Background: an optimization exercise with open tools, aiming at a short achievable clock period and few clock cycles per item. Do not read the settings as production practice. Function was checked by simulation only, so behaviour that the tests miss may differ from the original. The clock input has no modelled driver; a real chip could not lean on it and would need a root buffer or a full tree. Power and IR drop assume default switching activity.

// alu_core
module alu_core (
    input  logic        clk,
    input  logic        reset_n,
    input  logic        in_valid,
    output logic        in_ready,
    input  logic [31:0] in_instr,
    output logic        out_valid,
    input  logic        out_ready,
    output logic [4:0]  out_rd,
    output logic [31:0] out_value,
    output logic        out_reg_write,
    output logic        out_illegal,
    output logic        idle
);
    alu_core_top u_core (
        .clk           (clk),
        .reset_n       (reset_n),
        .in_valid      (in_valid),
        .in_ready      (in_ready),
        .in_instr      (in_instr),
        .out_valid     (out_valid),
        .out_ready     (out_ready),
        .out_rd        (out_rd),
        .out_value     (out_value),
        .out_reg_write (out_reg_write),
        .out_illegal   (out_illegal),
        .idle          (idle)
    );
endmodule
For scale: about 7100 cells after synthesis, ~78 I/O pins, ~78000 um^2 of cells after synthesis.
==> flow/config.mk <==
export PLATFORM = sky130hd
export DESIGN_NAME = alu_core
export DESIGN_NICKNAME = alu_core
export VERILOG_FILES = /design/flow/design.v
export SDC_FILE = /design/flow/constraint.sdc
export NUM_CORES = 8
export LEC_CHECK = 0
export CAP_MARGIN = 20
export CORE_MARGIN = 2
export CORE_UTILIZATION = 50
export SETUP_SLACK_MARGIN = 5
export SLEW_MARGIN = 20
==> flow/constraint.sdc <==
create_clock -name core_clock -period 8.0 [get_ports {clk}]
set_input_delay 1.6000 -clock core_clock [delete_from_list [all_inputs] [get_ports {clk}]]
set_output_delay 1.6000 -clock core_clock [all_outputs]
set_load 0.01 [all_outputs]
standard.sh (not shown) runs the stock make flow with config.mk's settings and CLKGATE_MAP_FILE= SYNTH_SCRIPT=/design/flow/synth_recipe.tcl, a recipe that flattens the netlist after the stock synthesis.
==> flow/flow/run.sh <==
#!/bin/bash
set -euo pipefail
work=$(pwd)
bash standard.sh SYNTH_SCRIPT="$work/flow/synth.tcl" SETUP_SLACK_MARGIN=5.6 \
  PRE_CTS_TCL="$work/flow/clock_tree.tcl" finish > "$work/flow_make.log" 2>&1
==> flow/flow/clock_tree.tcl <==

set ::ct_max_pins 18
set ::ct_pull 1.0

proc ct_split {pts levels axis} {
  if {$levels == 0} { return [list $pts] }
  set idx [expr {$axis == 0 ? 1 : 2}]
  set sorted [lsort -integer -index $idx $pts]
  set half [expr {[llength $sorted] / 2}]
  set lo [lrange $sorted 0 [expr {$half - 1}]]
  set hi [lrange $sorted $half end]
  set next [expr {1 - $axis}]
  return [concat [ct_split $lo [expr {$levels - 1}] $next] [ct_split $hi [expr {$levels - 1}] $next]]
}

# Splits pts into k groups of near-equal size, cutting each part across its
# longer side
proc ct_split_k {pts k} {
  if {$k <= 1} { return [list $pts] }
  set xs [lsort -integer [lmap p $pts { lindex $p 1 }]]
  set ys [lsort -integer [lmap p $pts { lindex $p 2 }]]
  set dx [expr {[lindex $xs end] - [lindex $xs 0]}]
  set dy [expr {[lindex $ys end] - [lindex $ys 0]}]
  set sorted [lsort -integer -index [expr {$dx >= $dy ? 1 : 2}] $pts]
  set k1 [expr {$k / 2}]
  set n1 [expr {([llength $sorted] * $k1 + $k / 2) / $k}]
  return [concat [ct_split_k [lrange $sorted 0 [expr {$n1 - 1}]] $k1] \
                 [ct_split_k [lrange $sorted $n1 end] [expr {$k - $k1}]]]
}

proc ct_centre {pts} {
  set sx 0; set sy 0
  foreach p $pts { set sx [expr {$sx + [lindex $p 1]}]; set sy [expr {$sy + [lindex $p 2]}] }
  set n [llength $pts]
  return [list [expr {$sx / $n}] [expr {$sy / $n}]]
}

proc ct_buffer {block master name x y} {
  set inst [odb::dbInst_create $block $master $name]
  set w [$master getWidth]
  set h [$master getHeight]
  $inst setLocation [expr {$x - $w / 2}] [expr {$y - $h / 2}]
  $inst setPlacementStatus PLACED
  return $inst
}

proc ct_out {inst} {
  set it [$inst findITerm X]
  if {$it eq "NULL"} { set it [$inst findITerm Y] }
  return $it
}

proc ct_build {root_levels max_pins root_cell leaf_cell} {
  set db [ord::get_db]
  set block [ord::get_db_block]
  set rmaster [$db findMaster $root_cell]
  set master [$db findMaster $leaf_cell]
  set clk [$block findNet clk]
  set pts {}
  foreach it [$clk getITerms] {
    set bb [[$it getInst] getBBox]
    lappend pts [list $it [expr {([$bb xMin] + [$bb xMax]) / 2}] [expr {([$bb yMin] + [$bb yMax]) / 2}]]
  }
  puts "clock tree: [llength $pts] clock pins"
  set r 0
  set l 0
  foreach group [ct_split $pts $root_levels 0] {
    set leaves [ct_split_k $group [expr {([llength $group] + $max_pins - 1) / $max_pins}]]
    set cpts {}
    foreach leaf $leaves { lappend cpts [concat [list {}] [ct_centre $leaf]] }
    lassign [ct_centre $cpts] rx ry
    set lpts {}
    set rnet [odb::dbNet_create $block "clknet_root_$r"]
    $rnet setSigType CLOCK
    foreach leaf $leaves {
      lassign [ct_centre $leaf] x y
      set x [expr {int($x + $::ct_pull * ($rx - $x))}]
      set y [expr {int($y + $::ct_pull * ($ry - $y))}]
      set buf [ct_buffer $block $master "clkbuf_leaf_$l" $x $y]
      set lnet [odb::dbNet_create $block "clknet_leaf_$l"]
      $lnet setSigType CLOCK
      foreach p $leaf {
        set it [lindex $p 0]
        $it disconnect
        $it connect $lnet
      }
      [ct_out $buf] connect $lnet
      [$buf findITerm A] connect $rnet
      lappend lpts [list $buf $x $y]
      puts "clock tree: leaf $l [llength $leaf] pins at $x $y"
      incr l
    }
    lassign [ct_centre $lpts] x y
    set rbuf [ct_buffer $block $rmaster "clkbuf_root_$r" $x $y]
    [ct_out $rbuf] connect $rnet
    [$rbuf findITerm A] connect $clk
    puts "clock tree: root $r at $x $y drives [llength $leaves] leaves"
    incr r
  }
  $clk setSigType CLOCK
}

ct_build 2 $::ct_max_pins sky130_fd_sc_hd__clkbuf_16 sky130_fd_sc_hd__clkbuf_16
set_propagated_clock [all_clocks]
rename clock_tree_synthesis ct_unused_clock_tree_synthesis
proc clock_tree_synthesis {args} { puts "clock tree: built by clock_tree.tcl; TritonCTS not run" }
Other scripts of this flow, unchanged in this note and not shown: flow/flow/abc.script, flow/flow/synth.tcl
Testbench counts at the start, summed over its fixed seeds: cycles 12,040, items 12,000.
Edit:
--- a/flow/flow/clock_tree.tcl
+++ b/flow/flow/clock_tree.tcl
@@ -3 +3 @@
-set ::ct_pull 1.0
+set ::ct_pull 0.8
- wire length went down by 0.68%
- worst hold slack got worse by 3.1 ps
- setup slack got worse by 11 ps
- clock power went down by about 3%
- global-route usage went down by 0.35 points
- total power went down by 1.3%
- core utilization is about the same
No run of this note takes its clock network from TritonCTS; it comes from the design's own scripts or RTL.

[afterwards: timing with drivers on the ports]
Ports are ideal in the flow. The routed layouts listed here were re-timed in OpenROAD. Step 1 assumes that a clkbuf_16 drives the clock port and a buf_2 every other input. Step 2 also shifts input and output timing later by t, the mid clock arrival at the registers, as if the neighbouring blocks saw the same clock. a / b / c = ideal / step 1 / step 2; a / b = the first two.
run	shift t [ns]	slack for setup (ns)	clock arrival spread, ns
the first run	0.661	5.380 / 5.214 / 5.148	0.056 / 0.056
the second run	0.683	5.368 / 5.191 / 5.121	0.046 / 0.046
After both steps every run listed still meets setup and hold. The setup slack of the second run, which loses most, moves by -0.177 ns with the drivers and by -0.247 ns with both steps.
